This design comes from an exercise in tuning for small area and a short achievable clock period on the open sky130 flow, not from production work. Function was checked by simulation only, so behaviour that the tests miss may differ from the original. No activity file was given, so power comes from the tool's default toggle rates.

## trial 92
## conv3x3_pe
module conv3x3_pe #(
    parameter int SHIFT = 4,
    parameter int ACC_W = 21
) (
    input  logic         clk,
    input  logic         rst,
    input  logic [7:0]   p00,
    input  logic [7:0]   p01,
    input  logic [7:0]   p02,
    input  logic [7:0]   p10,
    input  logic [7:0]   p11,
    input  logic [7:0]   p12,
    input  logic [7:0]   p20,
    input  logic [7:0]   p21,
    input  logic [7:0]   p22,
    input  logic         window_valid,
    input  logic         w_load,
    input  logic [3:0]   w_idx,
    input  logic [7:0]   w_data,
    output logic [7:0]   out_pixel,
    output logic         out_valid,
    output logic [15:0]  out_count
);
clock: 5.5 ns
lec_check: 0
abc_clock_period_in_ps: 2000
cap_margin: 20
core_margin: 2
core_utilization: 55
cts_cluster_diameter: 130
cts_cluster_size: 24
place_density: 0.7
setup_slack_margin: 2.3
slew_margin: 20
synth_hierarchical: 1
synth_minimum_keep_size: 0
standard.sh (not shown) runs the stock make flow with config.mk's settings and CLKGATE_MAP_FILE= SYNTH_SCRIPT=/design/flow/synth_recipe.tcl, a recipe that flattens the netlist after the stock synthesis.
==> flow/flow/run.sh <==
#!/bin/bash
# Own flow: the standard layout (standard.sh: the standard synthesis and
# ORFS steps, unchanged), except that the port buffers buffer_ports inserts
# during global placement are plain buf_1 cells instead of the default pick.
set -euo pipefail
export BUFFER_PORTS_ARGS="-buffer_cell sky130_fd_sc_hd__buf_1"
bash standard.sh > standard_flow.log 2>&1
The final layout from trial 92, which completed every stage, passed the timing, design-rule and antenna checks at the end of the flow.
Setup changes, trial 92 to trial 14
--- a/flow/config.mk
+++ b/flow/config.mk
@@ -13,2 +13,3 @@
 export CTS_CLUSTER_SIZE = 24
+export GPL_ROUTABILITY_DRIVEN = 0
 export PLACE_DENSITY = 0.7
### Flow results
On non-filler instance count after layout, trial 92 and trial 14 are basically level. Going from trial 92 to trial 14, via count of the routed design shows an increase of 542, area of combinational cells with multiple inputs dropped 0.48%, critical path depth shrank by 1, power lower. Compared trial 14 vs trial 92, and maximum number of pins on one net before global-route repair is down in trial 14.


== build 34 ==
Another version of the RTL of conv3x3_pe (not shown whole).
Size: ~2200 cells after synthesis, about 340 flip-flops, ~110 I/O pins, about 24000 µm² of cells after synthesis.
export LEC_CHECK = 0
export ABC_CLOCK_PERIOD_IN_PS = 2000
export CAP_MARGIN = 20
export CORE_MARGIN = 2
export CORE_UTILIZATION = 55
export CTS_CLUSTER_DIAMETER = 120
export CTS_CLUSTER_SIZE = 20
export PLACE_DENSITY = 0.7
export SETUP_SLACK_MARGIN = 2.3
export SLEW_MARGIN = 20
export SYNTH_HIERARCHICAL = 1
export SYNTH_MINIMUM_KEEP_SIZE = 0
create_clock -name core_clock -period 5.5 [get_ports {clk}]
Scripts as last shown in full above: flow/flow/run.sh
--- input diff build 34..build 31 ---
Settings: CORE_UTILIZATION now 65, was 55; PLACE_DENSITY now 0.8, was 0.7; CTS_CLUSTER_DIAMETER now 130, was 120; CTS_CLUSTER_SIZE now 24, was 20.
--- outcome ---
- [compare] base=build 34 new=build 31: buffering overhead +0.35 points; final critical-path setup slack has decreased.
- Re number of buffer cells added on primary ports: no difference whatsoever between build 34 and build 31.
- Build 31 ended with more transition time at the pin with the least slew margin than build 34.
- Build 34: full flow OK, the timing, design-rule and antenna checks passed
- Having completed the whole flow, build 31 delivered a layout that passed the timing, design-rule and antenna checks.
- Re layout net count: build 31 is 11 up on build 34.
- Relative to build 34, number of buffers created by CTS has decreased by 2 in build 31.
- Compared with build 34, build 31 shows a lower horizontal extent of the die.
- Initial antenna violation count down 2 in build 31 wrt build 34
- Clock network fraction of design power (higher): build 34
- Area after synthesis: build 34 vs build 31 identical
- Compared with build 34, build 31 shows combinational power that has gone up by a little under 10%.
### build 31 -> build 97
Settings: PLACE_DENSITY now 0.7, was 0.8; CORE_UTILIZATION now 55, was 65; SETUP_SLACK_MARGIN now 2.2, was 2.3.
Critical path capture point = r2_q[13]$_DFF_P_: build 97; critical path capture point = c11_q$_SDFFE_PP0P_: build 31
Summary of build 97 over build 31: register area fell by about 2.2%; post-layout minimum cycle time rose by 0.087 ns; clock power stayed essentially flat; final cell count without fillers rose by 47; worst path setup slack after routing fell by 0.087 ns.
The share of cell area taken by flip-flops and latches was comparable across build 97 and build 31.
Edits applied to the flow inputs when going from build 97 to build 98:
Settings: CTS_CLUSTER_DIAMETER now 120, was 130; ABC_CLOCK_PERIOD_IN_PS no longer set, was 2000; ABC_AREA now 1, previously not set; CTS_CLUSTER_SIZE now 20, was 24; SETUP_SLACK_MARGIN now 2.1, was 2.2.
### Flow results
The flow did not stop early for build 98: all stages ran, and the layout cleared the timing, design-rule and antenna checks. Build 98 against build 97: synthesized-area fraction occupied by ao, oa, aoi and oai cells rose by 3.1 points; reported clock group power rose by about 6%; register-to-register slack fell by 0.05 ns. Share of power burned in the clock network delta for build 98 relative to build 97: 1.1 points lower. The clock-pin slew of the registers on the worst-case setup and hold paths in build 98 sits 0.02 ns below the value recorded for build 97. Build 98 ends up with a final routed wirelength across all metal layers that is 5.2 mm higher than in build 97. Depth of the most critical reg-to-reg path in build 98 is 1 higher than in build 97. Higher number of global-route vias before repair was reported by build 98, not build 97. In the tables for build 98 and build 97, cell area power density reads lower with build 97. Changes observed in build 98 relative to build 97: total core area went down; minimum clock period after layout went up.
Changes in build 26 relative to build 98:
Settings: putting ABC_CLOCK_PERIOD_IN_PS at 2000 where nothing was set; clearing CTS_CLUSTER_SIZE, which used to be 20; swapping 55 for 40 in CORE_UTILIZATION; clearing PLACE_DENSITY, which used to be 0.7; clearing CTS_CLUSTER_DIAMETER, which used to be 120; clearing ABC_AREA, which used to be 1; swapping 2.1 for 1.8 in SETUP_SLACK_MARGIN.
Notes after the runs:
Build 26 reached the end of the flow, and the finished layout is clean on the timing, design-rule and antenna checks. On build 26: met3 track demand over resource in global routing is 1.1 points lower than what build 98 gave. NOTE: number of antenna cells inserted in build 26 falls short of that of build 98. Going from build 98 to build 26, number of signal-net buffers in the layout shows an increase of 6, count of clock-buffer cells in the layout shows an increase of 28, largest fanout on the critical path shows an increase of 7, post-placement cell count shows an increase of 18, area fraction in compound gates after synthesis shows a reduction of 3.1 points. Register-to-register slack ends up lower on build 26. Global-route usage ended up 10 points lower on build 26 than on build 98.


## harbor
Another version of the RTL of conv3x3_pe (not shown whole).
For scale: about 2000 cells after synthesis, about 270 flip-flops, roughly 110 I/O pins, ~22000 sq um of cells after synthesis.
Settings: LEC_CHECK=0, ABC_CLOCK_PERIOD_IN_PS=2000, CAP_MARGIN=20, CORE_MARGIN=2, CORE_UTILIZATION=40, SETUP_SLACK_MARGIN=2.2, SLEW_MARGIN=20, SYNTH_HIERARCHICAL=1, SYNTH_MINIMUM_KEEP_SIZE=0; clock period 5.5 ns.
Scripts as last shown in full above: flow/flow/run.sh
Per the final summary, harbor finished and its layout is clean on timing, DRC and antenna.
Input changes introduced in xenon (baseline for comparison: harbor):
- SETUP_SLACK_MARGIN: 2.2 -> 1.8
==> flow/run.sh (new file) <==
#!/bin/bash
# synth_recipe.tcl (not shown) runs the flow's synth.tcl, then flattens the netlist and writes it again
# the make line also repeats each setting of config.mk as NAME=value (left out here)
make -C /OpenROAD-flow-scripts/flow DESIGN_CONFIG=/design/flow/config.mk WORK_HOME=/design/flow/orfs CLKGATE_MAP_FILE= SYNTH_SCRIPT=/design/flow/synth_recipe.tcl finish
removed: flow/flow/run.sh
removed: flow/standard.sh
--- outcome ---
- Between xenon and harbor, critical path depth is lower for xenon, harbor comes in above that.
- Between xenon and harbor, it is xenon whose post-detailed-route via-to-cell ratio is higher, by 0.052.
- xenon ended up with a lower share of the core filled with cells in the final layout than harbor did.
- Changes observed in xenon relative to harbor: global-route wire length before repair rose by 4.1%, area growth from synthesis to layout -4.2 points, multi-input logic portion of the cell area now smaller, source-to-sink clock delay at the later pin of the worst-skew pair essentially unchanged.
- harbor has higher final hold slack than xenon.
- Compared with harbor, xenon degrades setup slack.
- Delta (xenon minus harbor): sequential power roughly the same, total non-filler cell area in the finished layout lower.
Setup changes, xenon to sierra
- SETUP_SLACK_MARGIN now 1.4, was 1.8
- CORE_UTILIZATION now 60, was 40
- PLACE_DENSITY now 0.75, previously not set
==> flow/flow/run.sh (new file) <==
#!/bin/bash
# Own flow: the standard layout (standard.sh: the standard synthesis and
# ORFS steps, unchanged), except that the port buffers buffer_ports inserts
# during global placement are plain buf_1 cells instead of the default pick.
set -euo pipefail
export BUFFER_PORTS_ARGS="-buffer_cell sky130_fd_sc_hd__buf_1"
bash standard.sh > standard_flow.log 2>&1
==> flow/standard.sh (new file) <==
#!/bin/bash
# synth_recipe.tcl (not shown) runs the flow's synth.tcl, then flattens the netlist and writes it again
# the make line also repeats each setting of config.mk as NAME=value (left out here)
make -C /OpenROAD-flow-scripts/flow DESIGN_CONFIG=/design/flow/config.mk WORK_HOME=/design/flow/orfs CLKGATE_MAP_FILE= SYNTH_SCRIPT=/design/flow/synth_recipe.tcl "${@:-finish}"
removed: flow/run.sh
### Flow results
- sierra: worst setup slack is 0.28 ns lower than what xenon reported.
- Going from xenon to sierra, highest cell delay on the worst timing path lower; sequential share of layout area higher.
- Diff xenon -> sierra: share of the core filled with cells in the final layout has increased; total congestion overflow has remained practically unchanged; non-clock buffer instance count of the final layout has decreased; combinational group share of total power has decreased.
- Changes observed in sierra relative to xenon: design area fell 9.7%, overall die height fell 18%, flip-flop and latch count about even.
Edits applied to the flow inputs when going from sierra to garnet:
- removing PLACE_DENSITY (formerly 0.75)
- removing SETUP_SLACK_MARGIN (formerly 1.4)
- changing CORE_UTILIZATION from 60 to 40
==> flow/run.sh (new file) <==
#!/bin/bash
# synth_recipe.tcl (not shown) runs the flow's synth.tcl, then flattens the netlist and writes it again
# the make line also repeats each setting of config.mk as NAME=value (left out here)
make -C /OpenROAD-flow-scripts/flow DESIGN_CONFIG=/design/flow/config.mk WORK_HOME=/design/flow/orfs CLKGATE_MAP_FILE= SYNTH_SCRIPT=/design/flow/synth_recipe.tcl finish
removed: flow/flow/run.sh
removed: flow/standard.sh
### Flow results
- met3 routing resource usage after global routing was lower in the run labelled garnet.
- Cmp sierra and garnet / tap cell instance count / lower: sierra
- garnet ended up with a lower non-clock buffer count than sierra did.
- garnet — combinational cell fraction of total power 1.7 points lower, sierra as reference

## port drivers added, routing unchanged
Ports are ideal in the flow. The routed layouts listed here were re-timed in OpenROAD. Step 1 assumes that a clkbuf_16 drives the clock port and a buf_2 every other input. Step 2 adds t to the input delays and takes it off the output delays; t is the mean of the earliest and latest rising clock arrival at the registers after step 1. Input paths then give back, and output paths get back, about the clock's delay inside the block. Slacks: no drivers / after step 1 / after step 2; pairs: no drivers / after step 1.
| run | shift t [ns] | slack for setup (ns) | worst hold slack (ns) | worst setup path at the end | clock arrival spread, ns |
|---|---|---|---|---|---|
| trial 92 | 0.589 | 2.338 / 2.296 / 2.338 | 0.447 / 0.447 / 0.447 | register to register | 0.020 / 0.020 |
| trial 14 | 0.593 | 2.276 / 2.276 / 2.276 | 0.451 / 0.451 / 0.451 | register to register | 0.032 / 0.031 |
| build 34 | 0.611 | 2.292 / 2.254 / 2.292 | 0.445 / 0.445 / 0.445 | register to register | 0.029 / 0.029 |
| build 31 | 0.599 | 2.279 / 2.229 / 2.279 | 0.446 / 0.446 / 0.446 | register to register | 0.038 / 0.038 |
| build 97 | 0.613 | 2.192 / 2.192 / 2.192 | 0.445 / 0.445 / 0.445 | register to register | 0.050 / 0.051 |
| build 98 | 0.617 | 2.143 / 2.143 / 2.143 | 0.435 / 0.435 / 0.435 | register to register | 0.030 / 0.030 |
| build 26 | 0.643 | 1.918 / 1.918 / 1.918 | 0.444 / 0.444 / 0.444 | register to register | 0.030 / 0.029 |
| harbor | 0.611 | 1.728 / 1.728 / 1.728 | 0.455 / 0.455 / 0.455 | register to register | 0.026 / 0.027 |
| xenon | 0.615 | 1.690 / 1.690 / 1.690 | 0.431 / 0.431 / 0.431 | register to register | 0.030 / 0.031 |
| sierra | 0.639 | 1.415 / 1.415 / 1.415 | 0.445 / 0.445 / 0.445 | register to register | 0.035 / 0.035 |
| garnet | 0.627 | 1.196 / 1.196 / 1.196 | 0.436 / 0.436 / 0.436 | register to register | 0.015 / 0.015 |
After both steps every run listed still meets setup and hold.
